This design comes from an exercise in tuning for small area on the open sky130 flow, not from production work. Function was checked by simulation only, so behaviour that the tests miss may differ from the original. No driver is modelled on the clock port, so clocking that relies on it looks cheaper here than on a real chip. Power and IR drop assume default switching activity.

==> flow/design.v (excerpt) <==
module read_guard (
  input  logic                   clk_i,
  input  logic                   rst_ni,
  input  logic                   ar_valid_i,
  input  logic                   ar_ready_i,
  input  read_guard_pkg::id_t    ar_id_i,
  input  read_guard_pkg::addr_t  ar_addr_i,
  input  read_guard_pkg::len_t   ar_len_i,
  input  logic                   r_valid_i,
  input  logic                   r_ready_i,
  input  read_guard_pkg::id_t    r_id_i,
  input  logic                   r_last_i,
  input  read_guard_pkg::cnt_t   budget_ar_i,
  input  read_guard_pkg::cnt_t   budget_first_i,
  input  read_guard_pkg::cnt_t   budget_stall_i,
  input  read_guard_pkg::cnt_t   budget_beat_i,
  input  logic                   reset_clear_i,
  output logic                   full_o,
  output logic                   reset_req_o,
  output logic                   irq_o,
  output read_guard_pkg::fault_e fault_cause_o,
  output read_guard_pkg::id_t    fault_id_o,
  output read_guard_pkg::addr_t  fault_addr_o,
  output read_guard_pkg::cnt_t   lat_first_o,
  output read_guard_pkg::cnt_t   lat_burst_o
);
Size in the first run: ~2000 cells after synthesis, about 440 flip-flops, ~21000 µm² of cells after synthesis.
==> flow/config.mk <==
export PLATFORM = sky130hd
export DESIGN_NAME = read_guard
export DESIGN_NICKNAME = read_guard
export VERILOG_FILES = /design/flow/design.v
export SDC_FILE = /design/flow/constraint.sdc
export NUM_CORES = 4
export LEC_CHECK = 0
export CAP_MARGIN = 5
export CORE_MARGIN = 2
export CORE_UTILIZATION = 75
export SLEW_MARGIN = 5
==> flow/constraint.sdc <==
create_clock -name core_clock -period 10.0 [get_ports {clk_i}]
set_input_delay 2.0000 -clock core_clock [delete_from_list [all_inputs] [get_ports {clk_i}]]
set_output_delay 2.0000 -clock core_clock [all_outputs]
set_load 0.01 [all_outputs]
standard.sh (not shown) runs the stock make flow with config.mk's settings and CLKGATE_MAP_FILE= SYNTH_SCRIPT=/design/flow/synth_recipe.tcl, a recipe that flattens the netlist after the stock synthesis.
==> flow/flow/run.sh <==
#!/bin/bash
# Standard ORFS layout with these changes: ABC maps the logic, adders
# included, with an area-oriented script, port buffers use the smallest buffer cell, and clock
# tree synthesis uses larger sink clusters and no dummy loads; after it,
# cells with slack to spare are downsized. Each step's
# full output goes to its own log here.
set -euo pipefail
here=$(pwd)
export MY_ABC_SCRIPT=$here/flow/area.abc
export FLOW_SYNTH_TCL=$here/synth_recipe.tcl
export ADDER_MAP_FILE=
export BUFFER_PORTS_ARGS="-buffer_cell sky130_fd_sc_hd__buf_1"
export POST_CTS_TCL=$here/flow/post_cts.tcl
export CTS_ARGS="-sink_clustering_enable -repair_clock_nets -dont_use_dummy_load -sink_clustering_size 25 -sink_clustering_max_diameter 80 -buf_list {sky130_fd_sc_hd__clkbuf_8 sky130_fd_sc_hd__clkbuf_16}"
sed -e "s#SYNTH_SCRIPT=[^ ]*#SYNTH_SCRIPT=$here/flow/my_synth.tcl#" standard.sh > my_standard.sh
grep -q "SYNTH_SCRIPT=$here/flow/my_synth.tcl" my_standard.sh
for step in synth floorplan place cts route finish; do
  bash my_standard.sh $step > $step.log 2>&1
done
==> flow/flow/area.abc <==
strash
dch -f
amap
&get -n
&st
&dch -f
&nf -R 1000 -a
&put
mfs2
strash
dch -f
amap
&get -n
&st
&dch -f
&nf -R 1000 -a
&put
==> flow/flow/my_synth.tcl <==
# The standard flow's synthesis script, with ABC run on an area-oriented script
# (flow/area.abc) in place of ORFS's speed script. Everything else,
# including the synth -nofsm -noshare wrapper, flattening and renaming,
# comes unchanged from synth_recipe.tcl.
proc abc {args} {
  set i [lsearch -exact $args -script]
  if {$i >= 0} { lset args [expr {$i + 1}] $::env(MY_ABC_SCRIPT) }
  yosys abc {*}$args
}
source $::env(FLOW_SYNTH_TCL)
==> flow/flow/post_cts.tcl <==
# After clock tree synthesis: downsize cells on paths with timing slack to
# spare, then legalize the placement again.
repair_timing -recover_power 100
detailed_placement
check_placement -verbose
Next try:
--- a/flow/flow/run.sh
+++ b/flow/flow/run.sh
@@ -3,4 +3,3 @@
 # included, with an area-oriented script, port buffers use the smallest buffer cell, and clock
-# tree synthesis uses larger sink clusters and no dummy loads; after it,
-# cells with slack to spare are downsized. Each step's
+# tree synthesis uses larger sink clusters and no dummy loads. Each step's
 # full output goes to its own log here.
@@ -12,3 +11,2 @@
 export BUFFER_PORTS_ARGS="-buffer_cell sky130_fd_sc_hd__buf_1"
-export POST_CTS_TCL=$here/flow/post_cts.tcl
 export CTS_ARGS="-sink_clustering_enable -repair_clock_nets -dont_use_dummy_load -sink_clustering_size 25 -sink_clustering_max_diameter 80 -buf_list {sky130_fd_sc_hd__clkbuf_8 sky130_fd_sc_hd__clkbuf_16}"
removed: flow/flow/post_cts.tcl
Synthesized area stays the same.
Power barely changes.
Sequential share of layout area rose by 0.23 points.
Wire length went down by 1.3%.
Critical path depth went down by 3.

---

Another version of the RTL of read_guard (not shown whole).
Size in the first run: about 440 flip-flops, ~190 I/O pins, about 25,000 sq um of cells after synthesis.
## read_guard
module read_guard (
  input  logic                   clk_i,
  input  logic                   rst_ni,
  input  logic                   ar_valid_i,
  input  logic                   ar_ready_i,
  input  read_guard_pkg::id_t    ar_id_i,
  input  read_guard_pkg::addr_t  ar_addr_i,
  input  read_guard_pkg::len_t   ar_len_i,
  input  logic                   r_valid_i,
  input  logic                   r_ready_i,
  input  read_guard_pkg::id_t    r_id_i,
  input  logic                   r_last_i,
  input  read_guard_pkg::cnt_t   budget_ar_i,
  input  read_guard_pkg::cnt_t   budget_first_i,
  input  read_guard_pkg::cnt_t   budget_stall_i,
  input  read_guard_pkg::cnt_t   budget_beat_i,
  input  logic                   reset_clear_i,
  output logic                   full_o,
  output logic                   reset_req_o,
  output logic                   irq_o,
  output read_guard_pkg::fault_e fault_cause_o,
  output read_guard_pkg::id_t    fault_id_o,
  output read_guard_pkg::addr_t  fault_addr_o,
  output read_guard_pkg::cnt_t   lat_first_o,
  output read_guard_pkg::cnt_t   lat_burst_o
);
  localparam int N = 4;
  logic [N-1:0] act_q, dat_q, nf_q;
  logic [16:0]  tmr_q [N];
  logic [16:0]  stl_q [N];
  logic [3:0]   id_q  [N];
  logic [31:0]  addr_q[N];
  logic [7:0]   len_q [N];
  logic [5:0]   old_q;
  logic [15:0]  ar_cnt_q;
  logic         vf_q, vb_q;
  logic [15:0]  lat_q;
  logic [N-1:0] match, sel, free, alloc, ev, stall_hit;
  logic         rsp_hit, accept, retire, unwanted;
  logic [N-1:0][N-1:0] older;   
  always_comb begin
    older = '0;
    older[0][1] =  old_q[0]; older[1][0] = !old_q[0];
    older[0][2] =  old_q[1]; older[2][0] = !old_q[1];
    older[0][3] =  old_q[2]; older[3][0] = !old_q[2];
    older[1][2] =  old_q[3]; older[2][1] = !old_q[3];
    older[1][3] =  old_q[4]; older[3][1] = !old_q[4];
    older[2][3] =  old_q[5]; older[3][2] = !old_q[5];
  end
  always_comb begin
    for (int i = 0; i < N; i++) begin
      match[i] = act_q[i] && (id_q[i] == r_id_i);
    end
    for (int i = 0; i < N; i++) begin
      sel[i] = match[i];
      for (int j = 0; j < N; j++) begin
        if (j != i && match[j] && older[j][i]) sel[i] = 1'b0;
      end
    end
  end
  assign rsp_hit  = |match;
  assign unwanted = r_valid_i && !rsp_hit;
  assign retire   = r_valid_i && r_ready_i && r_last_i && rsp_hit;
  ...
==> flow/config.mk <==
export PLATFORM = sky130hd
export DESIGN_NAME = read_guard
export DESIGN_NICKNAME = read_guard
export VERILOG_FILES = /design/flow/design.v
export SDC_FILE = /design/flow/constraint.sdc
export NUM_CORES = 4
export LEC_CHECK = 0
export CAP_MARGIN = 20
export CORE_MARGIN = 2
export CORE_UTILIZATION = 65
export CTS_BUF_LIST = sky130_fd_sc_hd__clkbuf_4 sky130_fd_sc_hd__clkbuf_8
export CTS_CLUSTER_SIZE = 30
export SLEW_MARGIN = 20
==> flow/constraint.sdc <==
create_clock -name core_clock -period 10.0 [get_ports {clk_i}]
set_input_delay 2.0000 -clock core_clock [delete_from_list [all_inputs] [get_ports {clk_i}]]
set_output_delay 2.0000 -clock core_clock [all_outputs]
set_load 0.01 [all_outputs]
==> flow/flow/run.sh <==
#!/bin/bash
# Standard layout, with the port buffers made from the smallest buffer cell.
set -euo pipefail
export BUFFER_PORTS_ARGS="-buffer_cell sky130_fd_sc_hd__buf_1"
bash standard.sh synth > synth.log 2>&1
bash standard.sh floorplan > floorplan.log 2>&1
bash standard.sh place > place.log 2>&1
bash standard.sh cts > cts.log 2>&1
bash standard.sh route > route.log 2>&1
bash standard.sh finish > finish.log 2>&1
Edit:
==> flow/run.sh (new file) <==
#!/bin/bash
# synth_recipe.tcl (not shown) runs the flow's synth.tcl, then flattens the netlist and writes it again
# the make line also repeats each setting of config.mk as NAME=value (left out here)
make -C /OpenROAD-flow-scripts/flow DESIGN_CONFIG=/design/flow/config.mk WORK_HOME=/design/flow/orfs CLKGATE_MAP_FILE= SYNTH_SCRIPT=/design/flow/synth_recipe.tcl finish
removed: flow/flow/run.sh
removed: flow/standard.sh
Effect: The changed run finished with timing, DRC and antenna clean. Total power goes up by 1.2%. Clock power went down by about 5%. Final area rises by 4.0%. Global-route usage is higher by 0.69 points. Wire length climbs by 2.4%. Worst setup slack gets worse by 300 ps. First-iteration DRC count goes up by 15%.

[static timing again, ports no longer ideal]
How much do the figures lean on ideal ports? The routed layouts below were timed once more, with nothing changed but the port constraints. Step 1, drivers: a clkbuf_16 drives clk_i and a buf_2 each remaining input, both assumed. Step 2 moves the port delays by t, midway between the first and last clock arrival at a register: inputs arrive t later, outputs are due t later. That takes back most of the time a late clock gives input paths. a / b / c = ideal / step 1 / step 2; a / b = the first two.
| run | shift t [ns] | setup slack, ns | hold slack, ns | slew at the worst register clock pin (ns) |
|---|---|---|---|---|
| the first run of note 1 | 0.581 | 0.500 / 0.491 / -0.089 | 0.474 / 0.474 / 0.474 | 0.10 / 0.10 |
| the second run of note 1 | 0.582 | 0.523 / 0.509 / -0.073 | 0.471 / 0.471 / 0.471 | 0.10 / 0.10 |
| the first run of note 2 | 0.661 | 0.651 / 0.663 / 0.002 | 0.484 / 0.484 / 0.484 | 0.07 / 0.07 |
| the second run of note 2 | 0.665 | 0.349 / 0.349 / -0.316 | 0.474 / 0.474 / 0.474 | 0.07 / 0.07 |
With both steps, setup timing fails in the first run of note 1, the second run of note 1 and the second run of note 2, where it was met with ideal ports. The setup slack of the second run of note 2, which loses most, moves by 0.000 ns with the drivers and by -0.665 ns with both steps.
